Background: an optimization exercise with open tools, aiming at small area, a short achievable clock period and few clock cycles per item. Do not read the settings as production practice.
No run shown here included a check of the RTL's function; only the layout flow was run.
Power and IR drop assume default switching activity.

--- flow/config.mk ---
export PLATFORM = sky130hd
export DESIGN_NAME = keyed_ordered_member_list_top
export DESIGN_NICKNAME = keyed_ordered_member_list_top
export VERILOG_FILES = /design/flow/design.v
export SDC_FILE = /design/flow/constraint.sdc
export NUM_CORES = 4
export LEC_CHECK = 0
export CAP_MARGIN = 20
export CORE_MARGIN = 2
export CORE_UTILIZATION = 40
export CTS_CLUSTER_DIAMETER = 120
export CTS_CLUSTER_SIZE = 24
export SLEW_MARGIN = 20
export SYNTH_HIERARCHICAL = 1
--- flow/constraint.sdc ---
create_clock -name core_clock -period 10.0 [get_ports {clk}]
set_input_delay 2.0000 -clock core_clock [delete_from_list [all_inputs] [get_ports {clk}]]
set_output_delay 2.0000 -clock core_clock [all_outputs]
set_load 0.01 [all_outputs]
--- flow/design.v ---
package kom_pkg;
	localparam int CAPACITY = 16;
	localparam int SLOT_W   = $clog2(CAPACITY);
	localparam int CNT_W    = $clog2(CAPACITY + 1);
	localparam int KEY_W    = 16;
	localparam int STAT_W   = 3;
	localparam logic [1:0] MODE_INSERT = 2'd0;
	localparam logic [1:0] MODE_REMOVE = 2'd1;
	localparam logic [1:0] MODE_LEADER = 2'd2;
	localparam logic [1:0] MODE_LOOKUP = 2'd3;
	localparam logic [STAT_W-1:0] STAT_OK     = 3'd0;
	localparam logic [STAT_W-1:0] STAT_DUP    = 3'd1;
	localparam logic [STAT_W-1:0] STAT_ABSENT = 3'd2;
	localparam logic [STAT_W-1:0] STAT_EMPTY  = 3'd3;
	localparam logic [STAT_W-1:0] STAT_FULL   = 3'd4;
endpackage
module kom_ctrl (
	input  logic                      clk,
	input  logic                      arst_n,
	input  logic                      in_valid,
	output logic                      in_ready,
	input  logic [1:0]                mode,
	input  logic [kom_pkg::KEY_W-1:0] member_id,
	input  logic                      exec,
	output logic                      b_valid,
	output logic [1:0]                b_mode,
	output logic [kom_pkg::KEY_W-1:0] b_key
);
	localparam int KEY_W = kom_pkg::KEY_W;
	logic             b_v_q;
	logic [1:0]       b_mode_q;
	logic [KEY_W-1:0] b_key_q;
	logic             s_v_q;
	logic [1:0]       s_mode_q;
	logic [KEY_W-1:0] s_key_q;
	logic acc;
	logic b_take;
	assign in_ready = !s_v_q;
	assign acc      = in_valid && !s_v_q;
	assign b_take   = !b_v_q || exec;
	always_ff @(posedge clk or negedge arst_n) begin
		if (!arst_n) begin
			b_v_q <= 1'b0;
			s_v_q <= 1'b0;
		end else begin
			if (b_take) begin
				b_v_q <= s_v_q || acc;
				s_v_q <= 1'b0;
			end else if (acc) begin
				s_v_q <= 1'b1;
			end
		end
	end
	always_ff @(posedge clk) begin
		if (b_take) begin
			if (s_v_q) begin
				b_mode_q <= s_mode_q;
				b_key_q  <= s_key_q;
			end else begin
				b_mode_q <= mode;
				b_key_q  <= member_id;
			end
		end
		if (!s_v_q) begin
			s_mode_q <= mode;
			s_key_q  <= member_id;
		end
	end
	assign b_valid = b_v_q;
	assign b_mode  = b_mode_q;
	assign b_key   = b_key_q;
endmodule
module kom_dp (
	input  logic                       clk,
	input  logic                       arst_n,
	input  logic                       b_valid,
	input  logic [1:0]                 b_mode,
	input  logic [kom_pkg::KEY_W-1:0]  b_key,
	output logic                       exec,
	output logic                       out_valid,
	input  logic                       out_ready,
	output logic [kom_pkg::STAT_W-1:0] status,
	output logic                       leader_valid,
	output logic [kom_pkg::KEY_W-1:0]  leader_id,
	output logic [kom_pkg::CNT_W-1:0]  group_size
);
	localparam int CAPACITY = kom_pkg::CAPACITY;
	localparam int CNT_W = kom_pkg::CNT_W;
	localparam int KEY_W = kom_pkg::KEY_W;
	localparam int STAT_W = kom_pkg::STAT_W;
	logic [KEY_W-1:0]    key_q [CAPACITY];
	logic [CAPACITY-1:0] v_q;
	logic                lv_q;
	logic [CNT_W-1:0]    cnt_q;
	logic [STAT_W-1:0]   status_q;
	logic                out_valid_q;
	logic [CAPACITY-1:0] eq;
	logic [CAPACITY-1:0] hit;
	logic [CAPACITY-1:0] at_or_above;
	logic [CAPACITY-1:0] shift;
	logic [CAPACITY-1:0] load;
	logic                found;
	logic                is_ins, is_rem, is_ldr;
	logic                grow, shrink;
	logic [STAT_W-1:0]   dec_status;
	assign exec = b_valid && (!out_valid_q || out_ready);
	always_comb begin
		for (int i = 0; i < CAPACITY; i++) begin
			v_q[i] = (cnt_q > CNT_W'(i));
		end
	end
	always_comb begin
		for (int i = 0; i < CAPACITY; i++) begin
			hit[i] = v_q[i] && eq[i];
		end
		at_or_above[0] = eq[0];
		for (int i = 1; i < CAPACITY; i++) begin
			at_or_above[i] = at_or_above[i-1] || eq[i];
		end
	end
	assign found  = |hit;
	assign is_ins = (b_mode == kom_pkg::MODE_INSERT);
	assign is_rem = (b_mode == kom_pkg::MODE_REMOVE);
	assign is_ldr = (b_mode == kom_pkg::MODE_LEADER);
	assign grow   = is_ins && !found && !v_q[CAPACITY-1];
	assign shrink = (is_rem && found) || (is_ldr && v_q[0]);
	logic [CAPACITY-1:0] shift_pre;
	logic [CAPACITY-1:0] load_pre;
	logic [CAPACITY-1:0] sel_hold;
	always_comb begin
		for (int i = 0; i < CAPACITY; i++) begin
			shift_pre[i] = (is_rem && at_or_above[i]) || is_ldr;
			load_pre[i]  = is_ins && !found && !v_q[i] && ((i == 0) || v_q[(i == 0) ? 0 : i-1]);
		end
	end
	kom_gate u_gate (
		.exec      (exec),
		.shift_pre (shift_pre),
		.load_pre  (load_pre),
		.sel_hold  (sel_hold),
		.sel_shift (shift),
		.sel_load  (load)
	);
	logic [CNT_W-1:0] cnt_up, cnt_dn, cnt_d;
	logic             do_grow, do_shrink;
	assign cnt_up    = cnt_q + 1'b1;
	assign cnt_dn    = cnt_q - 1'b1;
	assign do_grow   = exec && grow;
	assign do_shrink = exec && shrink;
	assign cnt_d     = ({CNT_W{do_grow}} & cnt_up) | ({CNT_W{do_shrink}} & cnt_dn) |
	                   ({CNT_W{!do_grow && !do_shrink}} & cnt_q);
	always_comb begin
		dec_status = kom_pkg::STAT_OK;
		case (b_mode)
			kom_pkg::MODE_INSERT: begin
				if (found) dec_status = kom_pkg::STAT_DUP;
				else if (v_q[CAPACITY-1]) dec_status = kom_pkg::STAT_FULL;
			end
			kom_pkg::MODE_REMOVE: if (!found) dec_status = kom_pkg::STAT_ABSENT;
			kom_pkg::MODE_LEADER: if (!v_q[0]) dec_status = kom_pkg::STAT_EMPTY;
			default:              if (!found) dec_status = kom_pkg::STAT_ABSENT;
		endcase
	end
	logic [KEY_W-1:0] up [CAPACITY];
	always_comb begin
		for (int i = 0; i < CAPACITY; i++) begin
			if (i == 0) begin
				up[i] = key_q[1] & {KEY_W{v_q[1]}};
			end else if (i < CAPACITY - 1) begin
				up[i] = key_q[(i < CAPACITY - 1) ? i+1 : i];
			end else begin
				up[i] = key_q[i];
			end
		end
	end
	for (genvar i = 0; i < CAPACITY; i++) begin : g_slot
		kom_slot #(.RESET(i == 0)) u_slot (
			.clk       (clk),
			.arst_n    (arst_n),
			.sel_hold  (sel_hold[i]),
			.sel_shift (shift[i]),
			.sel_load  (load[i]),
			.up        (up[i]),
			.key       (b_key),
			.q         (key_q[i]),
			.eq        (eq[i])
		);
	end
	always_ff @(posedge clk or negedge arst_n) begin
		if (!arst_n) begin
			lv_q        <= 1'b0;
			cnt_q       <= '0;
			out_valid_q <= 1'b0;
		end else begin
			lv_q <= do_grow || (lv_q && !(do_shrink && cnt_q == CNT_W'(1)));
			cnt_q <= cnt_d;
			if (exec) begin
				out_valid_q <= 1'b1;
			end else if (out_ready) begin
				out_valid_q <= 1'b0;
			end
		end
	end
	always_ff @(posedge clk) begin
		if (exec) begin
			status_q <= dec_status;
		end
	end
	assign out_valid    = out_valid_q;
	assign status       = status_q;
	assign leader_valid = lv_q;
	assign leader_id    = key_q[0];
	assign group_size   = cnt_q;
endmodule
module kom_gate (
	input  logic                          exec,
	input  logic [kom_pkg::CAPACITY-1:0]  shift_pre,
	input  logic [kom_pkg::CAPACITY-1:0]  load_pre,
	output logic [kom_pkg::CAPACITY-1:0]  sel_hold,
	output logic [kom_pkg::CAPACITY-1:0]  sel_shift,
	output logic [kom_pkg::CAPACITY-1:0]  sel_load
);
	assign sel_shift = {kom_pkg::CAPACITY{exec}} & shift_pre;
	assign sel_load  = {kom_pkg::CAPACITY{exec}} & load_pre;
	assign sel_hold  = ~({kom_pkg::CAPACITY{exec}} & (shift_pre | load_pre));
endmodule
module kom_slot #(
	parameter bit RESET = 1'b0
) (
	input  logic                      clk,
	input  logic                      arst_n,
	input  logic                      sel_hold,
	input  logic                      sel_shift,
	input  logic                      sel_load,
	input  logic [kom_pkg::KEY_W-1:0] up,
	input  logic [kom_pkg::KEY_W-1:0] key,
	output logic [kom_pkg::KEY_W-1:0] q,
	output logic                      eq
);
	localparam int KEY_W = kom_pkg::KEY_W;
	logic [KEY_W-1:0] key_q;
	logic [KEY_W-1:0] key_d;
	assign key_d = ({KEY_W{sel_hold}} & key_q) | ({KEY_W{sel_shift}} & up) |
	               ({KEY_W{sel_load}} & key);
	if (RESET) begin : g_rst
		always_ff @(posedge clk or negedge arst_n) begin
			if (!arst_n) begin
				key_q <= '0;
			end else begin
				key_q <= key_d;
			end
		end
	end else begin : g_nrst
		always_ff @(posedge clk) begin
			key_q <= key_d;
		end
	end
	assign q  = key_q;
	assign eq = (key_q == key);
endmodule
module keyed_ordered_member_list_top (
	input  logic                       clk,
	input  logic                       arst_n,
	input  logic                       in_valid,
	output logic                       in_ready,
	input  logic [1:0]                 mode,
	input  logic [kom_pkg::KEY_W-1:0]  member_id,
	output logic                       out_valid,
	input  logic                       out_ready,
	output logic [kom_pkg::STAT_W-1:0] status,
	output logic                       leader_valid,
	output logic [kom_pkg::KEY_W-1:0]  leader_id,
	output logic [kom_pkg::CNT_W-1:0]  group_size
);
	logic                      exec;
	logic                      b_valid;
	logic [1:0]                b_mode;
	logic [kom_pkg::KEY_W-1:0] b_key;
	kom_ctrl u_ctrl (
		.clk       (clk),
		.arst_n    (arst_n),
		.in_valid  (in_valid),
		.in_ready  (in_ready),
		.mode      (mode),
		.member_id (member_id),
		.exec      (exec),
		.b_valid   (b_valid),
		.b_mode    (b_mode),
		.b_key     (b_key)
	);
	kom_dp u_dp (
		.clk          (clk),
		.arst_n       (arst_n),
		.b_valid      (b_valid),
		.b_mode       (b_mode),
		.b_key        (b_key),
		.exec         (exec),
		.out_valid    (out_valid),
		.out_ready    (out_ready),
		.status       (status),
		.leader_valid (leader_valid),
		.leader_id    (leader_id),
		.group_size   (group_size)
	);
endmodule
--- flow/flow/run.sh ---
#!/bin/bash
# The standard layout, with two changes to how it is optimised:
# - the setup repair aims 7 ns below the clock period and works on the worst
#   path only (TNS_END_PERCENT 0), so it keeps sizing the path that sets the
#   period without spending area on endpoints that do not;
# - the port buffers are buf_2 rather than the delay-cell buffers that
#   buffer_ports picks on its own.
# ORFS's output goes to standard_flow.log here; its per-step logs stay under
# orfs/logs/.
set -euo pipefail
bash standard.sh SETUP_SLACK_MARGIN=7 TNS_END_PERCENT=0 \
	'BUFFER_PORTS_ARGS=-buffer_cell sky130_fd_sc_hd__buf_2' finish > standard_flow.log 2>&1
--- flow/standard.sh ---
#!/bin/bash
# synth_recipe.tcl (not shown) runs the flow's synth.tcl, then flattens the netlist and writes it again
# the make line also repeats each setting of config.mk as NAME=value (left out here)
make -C /OpenROAD-flow-scripts/flow DESIGN_CONFIG=/design/flow/config.mk WORK_HOME=/design/flow/orfs CLKGATE_MAP_FILE= SYNTH_SCRIPT=/design/flow/synth_recipe.tcl "${@:-finish}"
==> out/results.ini, run 1 <==
[power]
seqPwrFrac_pct = 44.4
p_per_area_nw_per_um2 = 298
vdd_drop_max_v = 0.000134
leakage_nw = 7.52
combPwrFrac_pct = 41.5
p_clk_share_pct = 14.1
switching_share_pct = 38.7
p_int_mw = 3.11
power.switching_mw = 1.96

[placed_design]
dp_hpwl_mm = 25.8
gp_congestion = 0.851
postPlaceCellArea_um2 = 15400
dpl_worst_slack_ns = 4.59
port-buffer-count = 48

[floorplanning]
die_w_um = 197
initial_core_util_pct = 40.7
dieArea_um2 = 38800
core_um2 = 36600
io_pins = 49
rows = 70
die-height_um = 197

[route]
first_pass_iters = 11
vias = 12300
drt_iter0_markers = 2124
routed_via_density = 6.12
routed_wl_mm = 44.2
ant_nets = 0
remaining_drc_errors = 0
wire_per_inst_um = 22.0

[global_route]
antenna_found_initial = 0
grt_pass1_vias = 11800
grt.overflow.total = 0
grt_max_degree = 35
grt_usage_pct = 22.3
grt_pass1_wl_mm = 68.5

[sta]
tns_ns = 0
rsz0062_at_grt = true
hold_violations = 0
fin_crit_sh_pct = 38.7
setup_viol_count_final = 0
worst_slack_ns = 6.13
worst_pin_slew_ns = 1.04
hold_slack_ns = 0.477
clock_skew_ns = 0.0260
max_slew_margin_pct = 30.3
period_needed_ns = 3.87
drv_slew = 0
fmax_ghz = 0.258

[logic_synthesis]
synth_cells = 1465
syn-num-nets = 1493
yosys.area.top_type = dfxtp_1
seq_area_frac_synth_pct = 43.1
yosys-top-cells-area = dfxtp_1 35%, a222oi_1 17%, xnor2_1 15%, inv_1 6.7%, edfxtp_1 4.2%
yosys_most_used_dff = dfxtp_1
synth_seq_cells = 304
yosys_warnings = 13
syn_area_per_cell_um2 = 10.2
synthArstFlopShare_pct = 8.22
synth_edf_count = 21
synth.distinct_cells = 52
synth_top_cell_area_share_pct = 34.7
netlist_area_um2 = 14900

[hold_path]
hold_end = u_ctrl.s_key_q[2]
hp-class = flop to flop
hold_depth = 1
hp-start = u_ctrl.s_key_q[2]

[run_status]
outcome = timing/DRC/antenna clean

[job]
drv_cap = 0

[final_layout]
antenna_cells = 0
fillerInstances = 3403
syn2layout_area_growth_pct = 14.4
layout-drive-gt1-share_pct = 16.4
layout.nets = 1567
stdcell_area_um2 = 17000

[clock_network]
tritoncts = yes
cts.path.max_buffers = 3
ctsHoldBuffers = 0
clk_latency_ns = 0.53
path_clk_slew_ns = 0.09
clock_sinks = 304
htreeDepth = 1
cts_made_buffers = 16
ctsRootBufferMaster = clkbuf_16

[setup_path]
reg2reg_slack_ns = 6.13
worstSetupPathType = flop to flop
r2r_end = u_dp.g_slot[14].u_slot.key_q[12]
endpoint_kind = flop
required_ns = 10.40
start_kind = flop
r2r-start = u_ctrl.b_key_q[9]
crit_fanout = 8
arrival_ns = 4.27
reg2regPathDepth = 16

-- routing by layer --
metal  global-route usage, %  up-vias  share of wire (%)
li1                        -     5646                  -
met3                    2.84       71                6.8
met1                    29.5     6104                 42
met4                    6.24        0                2.6
met5                       0        -                  0
met2                    38.2      482                 48
-- state kept, by name, indices dropped and copies added (netlist names) --
| signal | cells |
|---|---|
| u_ctrl.b_mode_q | 2 |
| u_dp.g_slot.u_slot.key_q | 256 |
| u_ctrl.s_mode_q | 2 |
| u_ctrl.s_key_q | 16 |
| u_dp.cnt_q | 5 |
| u_ctrl.s_v_q | 1 |
| u_dp.lv_q | 1 |
| u_ctrl.b_key_q | 16 |
| u_ctrl.b_v_q | 1 |
| u_dp.out_valid_q | 1 |
| u_dp.status_q | 3 |
-- synth_stat cells, drive strengths merged, types with 2 or more instances --
master,count
nand3,5
xnor2,259
o21ai,33
a221oi,2
or4,3
buf,59
and2,48
mux2,18
a222oi,257
nor3,15
nand4,65
a211oi,2
nand2,26
mux2i,2
a31oi,2
nor3b,3
nor4,24
dfrtp,25
nand2b,7
nor2,22
edfxtp,21
clkbuf,8
nor2b,2
dfxtp,258
inv,267
a21oi,4
or3,4
ha,6
a2111oi,2
o31ai,4
-- area by class of cell --
type | count | area (um^2) | share of cell area (%)
clock inverters | 1 | 8.76 | 0.0514
multi-input cells | 831 | 7440 | 43.7
well taps | 468 | 586 | 3.44
inverters | 267 | 1010 | 5.90
clock buffers | 21 | 440 | 2.58
repair buffers | 119 | 1140 | 6.67
flip-flops and latches | 304 | 6430 | 37.7
-- Yosys stat by module (local to each module, per instance), a selection --
module    area, um^2  cells inside  flops+latches
kom_gate         324            53              0
kom_ctrl        1260            63             38
kom_dp          1400           197             10
-- power groups by stage --
stage               logic [mW]  clock network, mW  registers, mW
CTS                       2.07              0.729           2.24
finish                    2.11              0.717           2.25
detailed placement        1.86                  0           2.26
global route              2.30              0.773           2.31
floorplan                 1.46                  0           2.19
global placement          1.82                  0           2.26
-- stage by stage --
step,std cells,total power [mW],utilization [%]
floorplan,1465,3.66,-
global placement,1937,4.07,42.1
detailed placement,1937,4.12,42.1
CTS,2008,5.04,46.2
global route,2011,5.39,46.6
finish,2011,5.07,46.6
-- worst max path at each step --
| stage | start | endpoint | cells past startpoint | slack [ns] |
|---|---|---|---|---|
| floorplan | u_ctrl.b_key_q[7] | u_dp.g_slot[15].u_slot.key_q[10] | 14 | 6.04 |
| CTS | u_ctrl.b_key_q[9] | u_dp.g_slot[15].u_slot.key_q[9] | 15 | 6.20 |
| global placement | u_ctrl.b_key_q[10] | u_dp.g_slot[14].u_slot.key_q[10] | 14 | 4.69 |
| global route | u_ctrl.b_key_q[8] | u_dp.g_slot[7].u_slot.key_q[13] | 16 | 5.96 |
| detailed placement | u_ctrl.b_key_q[10] | u_dp.g_slot[14].u_slot.key_q[7] | 14 | 4.59 |
| finish | u_ctrl.b_key_q[9] | u_dp.g_slot[14].u_slot.key_q[12] | 16 | 6.13 |
-- worst max-delay path, stage by stage, from the launching register on --
cell and delay [ns]:
edfxtp_1 0.47, buf_12 0.19, buf_6 0.12, xnor2_2 0.12, nand4_1 0.11, nor4_2 0.08, buf_4 0.14, or4_4 0.44
nor3_4 0.21, nand3b_1 0.14, or4_4 0.50, or2_4 0.28, nor3_4 0.21, o21ai_4 0.10, and2_4 0.24, a222oi_1 0.31
inv_1 0.07
-- cells by family (layout without fill, tap and decap cells) --
family / after synthesis / count (layout) / synth area share [%]
AO/OA/AOI/OAI: 314 / 314 / 19.8
XOR/XNOR: 260 / 260 / 15.3
adder cells (fa/ha/maj): 6 / 6 / 0.504
buffers and inverters: 334 / 408 / 10.6
flip-flops: 304 / 304 / 43.1
multiplexers: 20 / 20 / 1.95
AND/OR/NAND/NOR: 227 / 231 / 8.82
-- cell usage in the layout (no fill, tap or decap), types with 5 or more instances in the layout --
cell type and n:
dfrtp_1 21, and2_4 7, inv_1 266, edfxtp_1 21
mux2_4 18, dfxtp_1 258, clkbuf_16 17, nor2_1 19
nand3_1 5, nor3_1 9, nor4_4 8, and2_1 26
o21ai_2 7, buf_6 12, nor4_2 11, buf_12 13
nor4_1 5, bufbuf_16 6, and2_2 18, a222oi_1 257
ha_1 5, buf_2 49, xnor2_1 258, o21ai_0 13
buf_4 38, o21ai_4 12, nand2_1 25, nand4_1 64
nand2b_1 6
-- repair_timing --
action	4_1_cts	5_1_grt
buffers inserted	38	2
gates resized for setup	120	26
pin swaps	57	8
setup endpoints to repair	312	313
gates cloned	11	1
==> inputs of run 2 (changes only) <==
--- a/flow/design.v
+++ b/flow/design.v
@@ -131,5 +131,5 @@
 		for (int i = 0; i < CAPACITY; i++) begin
 			shift_pre[i] = (is_rem && at_or_above[i]) || is_ldr;
-			load_pre[i]  = is_ins && !found && !v_q[i] && ((i == 0) || v_q[(i == 0) ? 0 : i-1]);
+			load_pre[i]  = is_ins && !v_q[i] && ((i == 0) || v_q[(i == 0) ? 0 : i-1]);
 		end
 	end
==> out/results.ini, run 2 <==
[global_route]
grt_max_degree = 33
grt.overflow.total = 0
grt_pass1_vias = 12300
grt_usage_pct = 24.3
grt_pass1_wl_mm = 73.8
antenna_found_initial = 0

[sta]
fmax_ghz = 0.279
rsz0062_at_grt = true
hold_violations = 0
drv_slew = 0
max_slew_margin_pct = 46.0
worst_pin_slew_ns = 0.802
period_needed_ns = 3.59
clock_skew_ns = 0.0232
tns_ns = 0
fin_crit_sh_pct = 35.9
setup_viol_count_final = 0

[floorplanning]
dieArea_um2 = 38900
io_pins = 49
core_um2 = 36700
die-height_um = 197
initial_core_util_pct = 40.7
die_w_um = 197
rows = 70

[route]
routed_via_density = 6.25
remaining_drc_errors = 0
wire_per_inst_um = 23.5
drt_iter0_markers = 2505
first_pass_iters = 11
routed_wl_mm = 48.4
ant_nets = 0
vias = 12900

[final_layout]
layout-drive-gt1-share_pct = 15.2
largest_register_ffs = 256
antenna_cells = 0
syn2layout_area_growth_pct = 15.8
final_common_cell = inv_1
fillerInstances = 3384
final_cell_mix = 269 x inv_1, 258 x dfxtp_1, 257 x xnor2_1
reg_top3 = u_dp.g_slot.u_slot.key_q x256, u_ctrl.b_key_q x16, u_ctrl.s_key_q x16
top_register = u_dp.g_slot.u_slot.key_q
layout.nets = 1613

[clock_network]
cts_made_buffers = 16
clk_latency_ns = 0.53
htreeDepth = 1
path_clk_slew_ns = 0.09
ctsRootBufferMaster = clkbuf_16
tritoncts = yes
cts.path.max_buffers = 3
clock_sinks = 304

[placed_design]
gp_congestion = 0.862
port-buffer-count = 48
dp_hpwl_mm = 26.5

[logic_synthesis]
synth_edf_count = 21
synth_most_common_cell = inv_1
seq_area_frac_synth_pct = 43.0
synth_cells = 1472
synth_seq_cells = 304
synth_top_cell_area_share_pct = 34.6
synth.distinct_cells = 57
netlist_area_um2 = 14900
syn-num-nets = 1500
synthArstFlopShare_pct = 8.22
yosys_most_used_dff = dfxtp_1
synth.cells.most_frequent = 270 x inv_1, 258 x dfxtp_1, 257 x xnor2_1
yosys-top-cells-area = dfxtp_1 35%, a222oi_1 17%, xnor2_1 15%, inv_1 6.8%, edfxtp_1 4.2%
syn_area_per_cell_um2 = 10.2
yosys.area.top_type = dfxtp_1
yosys_warnings = 13

[hold_path]
hp-class = flop to flop
hp-start = u_ctrl.s_key_q[13]
hold_end = u_ctrl.s_key_q[13]
hold_depth = 1

[power]
vdd_drop_max_v = 0.000121
leakage_nw = 7.83
fin_total_pwr_mw = 4.83
p_per_area_nw_per_um2 = 279

[job]
drv_cap = 0

[setup_path]
crit_fanout = 16
r2r-start = u_ctrl.b_key_q[5]
worstSetupPathType = input pin to flop
r2r_end = u_dp.g_slot[8].u_slot.key_q[13]
required_ns = 10.40
reg2reg_slack_ns = 6.42
start_kind = input pin
endpoint_kind = flop
reg2regPathDepth = 13
arrival_ns = 3.98

[run_status]
outcome = timing/DRC/antenna clean

==> run 2: changes by cell type after synthesis, moves of 4 or more <==
cell / previous run / this run
o31ai_1: 4 / 0
nand2b_1: 7 / 11
o21ai_0: 31 / 37
nand2_1: 26 / 13
nand3_1: 5 / 9
nor3_1: 13 / 19
==> run 2: how the worst max path moves through the flow <==
stage | startpoint | endpoint | slack [ns] | cells after the start
after floorplan | u_ctrl.b_key_q[7] | u_dp.g_slot[15].u_slot.key_q[10] | 6.38 | 14
after global placement | out_ready | u_dp.g_slot[15].u_slot.key_q[1] | 5.50 | 7
after detailed placement | out_ready | u_dp.g_slot[15].u_slot.key_q[2] | 5.38 | 7
after CTS | u_ctrl.b_key_q[2] | u_dp.g_slot[15].u_slot.key_q[2] | 6.39 | 15
after global routing | u_ctrl.b_key_q[8] | u_dp.g_slot[7].u_slot.key_q[3] | 6.25 | 18
final | out_ready | u_dp.g_slot[8].u_slot.key_q[13] | 6.41 | 8
==> run 2: cell families after synthesis <==
| group | count (synthesis) | share of synthesized area [%] |
|---|---|---|
| AO/OA/AOI/OAI | 327 | 20.2 |
| multiplexers | 20 | 1.94 |
| XOR/XNOR | 258 | 15.1 |
| flip-flops | 304 | 43.0 |
| AND/OR/NAND/NOR | 219 | 8.64 |
| adder cells (fa/ha/maj) | 6 | 0.502 |
| buffers and inverters | 338 | 10.6 |
==> run 2: power by group <==
part           internal, mW  switching, mW
sequential             1.65          0.479
clock                 0.314          0.410
combinational          1.02          0.954
total                  2.98           1.84
==> run 2: layout make-up <==
type	count	area (um^2)	share of cell area (%)
repair buffers	155	1590	9.16
clock inverters	1	8.76	0.0506
repair inverters	3	22.5	0.130
flip-flops and latches	304	6420	37.1
inverters	271	1020	5.90
clock buffers	21	440	2.54
multi-input cells	834	7220	41.7
well taps	468	586	3.38
==> run 2: Yosys stat by module, one instance, submodules excluded, a selection <==
module / times used / cells / flip-flops and latches
kom_ctrl: 1 / 63 / 38
kom_gate: 1 / 53 / 0
kom_dp: 1 / 204 / 10
==> run 2: critical path, cell delays in order <==
cell        delay [ns]
buf_2             0.09
nand2b_1          0.15
nand2_1           0.44
clkinvlp_4        0.16
buf_4             0.22
and2_1            0.34
a222oi_1          0.47
inv_1             0.10
==> run 2: layer usage <==
layer | part of all wire [%] | global-route usage (%) | wire (um)
met2 | 47 | 40.3 | 22800
met1 | 41 | 32.8 | 20100
met4 | 3.8 | 9.33 | 1830
met3 | 7.7 | 2.58 | 3730
met5 | 0 | 0 | 0
==> run 2: repair_timing <==
action	CTS	global route
gates cloned	17	2
endpoints found under the setup margin	315	315
hold buffers	0	0
pin swaps	11	16
setup buffers	55	7
gates resized for setup	78	24
==> run 2: metrics by stage <==
stage                     setup WS (ns)  hold slack, ns  utilization (%)  instance area (um^2)  std cells
after floorplan                    6.38           0.444                -                 15000       1472
after global placement             5.50           0.451             42.2                 15500       1954
after detailed placement           5.38           0.457             42.2                 15500       1954
after CTS                          6.39           0.478             46.6                 17100       2048
after global routing               6.25           0.486             47.2                 17300       2057
final                              6.41           0.478             47.2                 17300       2057
==> inputs of run 3 (changes only) <==
--- a/flow/design.v
+++ b/flow/design.v
@@ -93,4 +93,7 @@
 	logic                lv_q;
 	logic [CNT_W-1:0]    cnt_q;
+	logic [CNT_W-1:0]    cnt_n_q;
+	logic [CNT_W-1:0]    size_q;
+	assign cnt_q = ~cnt_n_q;
 	logic [STAT_W-1:0]   status_q;
 	logic                out_valid_q;
@@ -112,4 +115,5 @@
 	always_comb begin
 		for (int i = 0; i < CAPACITY; i++) begin
+			eq[i]  = (key_q[i] == b_key);
 			hit[i] = v_q[i] && eq[i];
 		end
@@ -183,6 +187,5 @@
 			.up        (up[i]),
 			.key       (b_key),
-			.q         (key_q[i]),
-			.eq        (eq[i])
+			.q         (key_q[i])
 		);
 	end
@@ -190,9 +193,11 @@
 		if (!arst_n) begin
 			lv_q        <= 1'b0;
-			cnt_q       <= '0;
+			cnt_n_q     <= '1;
+			size_q      <= '0;
 			out_valid_q <= 1'b0;
 		end else begin
 			lv_q <= do_grow || (lv_q && !(do_shrink && cnt_q == CNT_W'(1)));
-			cnt_q <= cnt_d;
+			cnt_n_q <= ~cnt_d;
+			size_q  <= cnt_d;
 			if (exec) begin
 				out_valid_q <= 1'b1;
@@ -211,5 +216,5 @@
 	assign leader_valid = lv_q;
 	assign leader_id    = key_q[0];
-	assign group_size   = cnt_q;
+	assign group_size   = size_q;
 endmodule
 module kom_gate (
@@ -235,6 +240,5 @@
 	input  logic [kom_pkg::KEY_W-1:0] up,
 	input  logic [kom_pkg::KEY_W-1:0] key,
-	output logic [kom_pkg::KEY_W-1:0] q,
-	output logic                      eq
+	output logic [kom_pkg::KEY_W-1:0] q
 );
 	localparam int KEY_W = kom_pkg::KEY_W;
@@ -256,6 +260,5 @@
 		end
 	end
-	assign q  = key_q;
-	assign eq = (key_q == key);
+	assign q = key_q;
 endmodule
 module keyed_ordered_member_list_top (
==> flow/flow/run.sh (replaced) <==
#!/bin/bash
# The standard layout, run in two parts with different repair settings:
# - up to clock tree synthesis, the setup repair aims 7 ns below the clock
#   period and works on the worst path only (TNS_END_PERCENT 0);
# - from global routing on, it also works on the worst 20% of the endpoints,
#   since the routed parasitics move the near-critical paths.
# The port buffers are buf_4 rather than the delay-cell buffers that
# buffer_ports picks on its own. ORFS's output goes to the two logs here; its
# per-step logs stay under orfs/logs/.
set -euo pipefail
ports='BUFFER_PORTS_ARGS=-buffer_cell sky130_fd_sc_hd__buf_4'
bash standard.sh SETUP_SLACK_MARGIN=7 TNS_END_PERCENT=0 "$ports" cts > standard_flow_cts.log 2>&1
bash standard.sh SETUP_SLACK_MARGIN=7 TNS_END_PERCENT=20 "$ports" finish > standard_flow_finish.log 2>&1
==> out/results.ini, run 3 <==
[run_status]
outcome = timing/DRC/antenna clean

[logic_synthesis]
synth_cells = 1502
syn-num-nets = 1529
yosys.area.top_type = dfxtp_1
yosys_most_used_dff = dfxtp_1
syn_area_per_cell_um2 = 10.4
synth_most_common_cell = inv_1
synth.distinct_cells = 67
synth_seq_cells = 309
synth_top_cell_area_share_pct = 33.2
synth_edf_count = 21
synth.cells.most_frequent = 262 x inv_1, 258 x dfxtp_1, 256 x a222oi_1
synthArstFlopShare_pct = 9.71
yosys-top-cells-area = dfxtp_1 33%, a222oi_1 16%, xnor2_1 14%, inv_1 6.3%, buf_6 4.7%
netlist_area_um2 = 15600
seq_area_frac_synth_pct = 42.1
yosys_warnings = 13

[setup_path]
start_kind = flop
cpMaxStageDelayCell = nor4_2
worstSetupPathType = flop to flop
crit_chain = buf_6 > xnor2_1 > nand4_1 > nor4_2 > nor4_4 > nand2b_1 > buf_4 > nand2b_1 > nor3_1 > o21ai_0 > o21ai_2 > a222oi_1 > inv_1
required_ns = 10.40
crit_top_cell = nand2b_1
crit_fanout = 16
arrival_ns = 3.85
endpoint_kind = flop
worst_path_largest_cell_delay_ns = 0.64

[global_route]
grt_pass1_vias = 12300
grt_max_degree = 58
grt_usage_pct = 23.9
grt_pass1_wl_mm = 75.6
grt.overflow.total = 0
antenna_found_initial = 0

[sta]
fmax_ghz = 0.289
hold_slack_ns = 0.475
rsz0062_at_grt = true
worst_pin_slew_ns = 1.03
clock_skew_ns = 0.0336
period_needed_ns = 3.46
hold_violations = 0
max_slew_margin_pct = 30.9
fin_crit_sh_pct = 34.6
drv_slew = 0
tns_ns = 0
setup_viol_count_final = 0

[final_layout]
reg_top3 = u_dp.g_slot.u_slot.key_q x256, u_ctrl.b_key_q x16, u_ctrl.s_key_q x16
final_common_cell = inv_1
ff_latch_area_um2 = 6550
final_cell_mix = 262 x inv_1, 258 x dfxtp_1, 256 x a222oi_1
layout.nets = 1597
largest_register_ffs = 256
top_register = u_dp.g_slot.u_slot.key_q
multi_input_area_um2 = 7380
fillerInstances = 3648
stdcell_area_um2 = 17800
syn2layout_area_growth_pct = 14.3
antenna_cells = 0
layout-drive-gt1-share_pct = 16.3

[floorplanning]
core_um2 = 38600
io_pins = 49
die_w_um = 201
rows = 72
die-height_um = 201
initial_core_util_pct = 40.4
dieArea_um2 = 40500

[placed_design]
port-buffer-count = 48
postPlaceCellArea_um2 = 15900
gp_congestion = 0.829
dp_hpwl_mm = 27.1

[clock_network]
path_clk_slew_ns = 0.10
cts.path.max_buffers = 3
ctsRootBufferMaster = clkbuf_16
cts_made_buffers = 16
htreeDepth = 1
tritoncts = yes
clk_latency_ns = 0.53
clock_sinks = 309
ctsHoldBuffers = 0

[power]
vdd_drop_max_v = 0.000123
leakage_nw = 7.98
p_per_area_nw_per_um2 = 299

[route]
drt_iter0_markers = 2387
wire_per_inst_um = 23.9
first_pass_iters = 14
remaining_drc_errors = 0
routed_via_density = 6.07
vias = 12700
ant_nets = 0
routed_wl_mm = 49.9

[hold_path]
hp-class = flop to flop

[job]
drv_cap = 0

-- run 3: cell types whose count changed in the layout (fill, tap and decap cells not counted), sizes merged, moves of 5 or more --
cell and change:
buf -12, nand4 -6, xnor2 -13, nand2 +17, xor2 +16, a22oi +6
dfstp +5, nor3 -16, nand2b -5, inv -8, and3 +7
-- run 3: kinds of logic after synthesis --
kind of cell	Yosys count	synth area share, %
AOI/OAI and AO/OA	324	19.6
xor gates and xnor gates	261	14.8
adders and majority gates	5	0.402
buffers and inverters	360	12.1
DFF	309	42.1
muxes	21	1.96
and+or+nand+nor	222	9.01
-- run 3: metal layers --
metal	global-route usage [%]	wire [um]	vias to the layer above
met4	10.9	2250	0
met1	30.8	20300	6258
met3	4.91	4390	113
li1	-	-	5706
met5	0	0	-
met2	38.5	23000	625
-- run 3: metrics by stage --
stage	utilization [%]	total power [mW]	std cells	worst slack [ns]
floorplan	-	3.77	1502	6.72
global placement	41.2	4.18	1988	6.02
detailed placement	41.2	4.23	1988	6.02
CTS	45.5	5.25	2076	6.62
global route	46.2	5.63	2092	6.37
finish	46.2	5.32	2092	6.54
-- run 3: worst paths after layout --
path                       slack (ns)               from                             end  depth (start not counted)
min in group asynchronous        1.38             arst_n                  u_dp.size_q[4]                          1
max in group asynchronous        8.28             arst_n                 u_dp.cnt_n_q[0]                          1
setup reg to reg                 6.54  u_ctrl.b_key_q[5]  u_dp.g_slot[7].u_slot.key_q[2]                         13
hold reg to reg                  0.48  u_ctrl.s_key_q[7]               u_ctrl.s_key_q[7]                          1
hold / removal                   0.48  u_ctrl.s_key_q[7]               u_ctrl.s_key_q[7]                          1
setup / recovery                 6.54  u_ctrl.b_key_q[5]  u_dp.g_slot[7].u_slot.key_q[2]                         13
-- run 3: layout make-up --
type                            instances  share of cell area (%)
Inverter                              262                    5.52
Sequential cell                       309                    36.8
Multi-Input combinational cell        835                    41.4
Clock inverter                          1                  0.0281
Clock buffer                           21                    2.47
Timing Repair Buffer                  146                    10.1
Tap cell                              518                    3.64
-- run 3: modules after synthesis (local to each module, per instance), a selection --
| module | area [um^2] | copies in the design | flops+latches |
|---|---|---|---|
| kom_dp | 4820 | 1 | 15 |
| kom_ctrl | 1260 | 1 | 38 |
| kom_gate | 324 | 1 | 0 |
-- run 3: critical path, delay by kind of cell (launching register included) --
kind | cells | cell delay (ns)
simple gates | 6 | 1.24
compound gates | 3 | 0.96
flops | 1 | 0.50
buf+inv | 3 | 0.43
xor+xnor | 1 | 0.18
-- run 3: timing repair --
item                       in CTS  in global routing
setup endpoints to repair     317                315
setup buffers                  49                 15
gates resized for setup        65                 17
pin swaps                      11                 28
gates cloned                   17                  1
-- run 3: report_power, final --
group	internal, mW	switching [mW]
Sequential	1.74	0.534
Clock	0.313	0.413
Combinational	1.22	1.11
Total	3.27	2.06

## re-timing with driven ports
In the flow no input, the clock included, has a driving cell. The finished layouts below were timed again as built, in two steps.
Step 1, drivers: a clkbuf_16 drives clk and a buf_2 each remaining input, both assumed.
Step 2 also shifts input and output timing later by t, the mid clock arrival at the registers, as if the neighbouring blocks saw the same clock.
a / b / c = ideal / step 1 / step 2; a / b = the first two.
run	t (ns)	setup slack, ns	worst hold slack (ns)	worst setup path after step 2	cell pins on the clock port's net
run 1	0.570	6.131 / 6.131 / 5.658	0.477 / 0.477 / 0.477	input to register	1
run 2	0.579	6.412 / 6.382 / 5.872	0.478 / 0.478 / 0.478	input to register	1
run 3	0.575	6.543 / 6.543 / 6.055	0.475 / 0.475 / 0.475	input to register	1
After both steps every run listed still meets setup and hold. The setup slack of run 2, which loses most, moves by -0.030 ns with the drivers and by -0.540 ns with both steps.
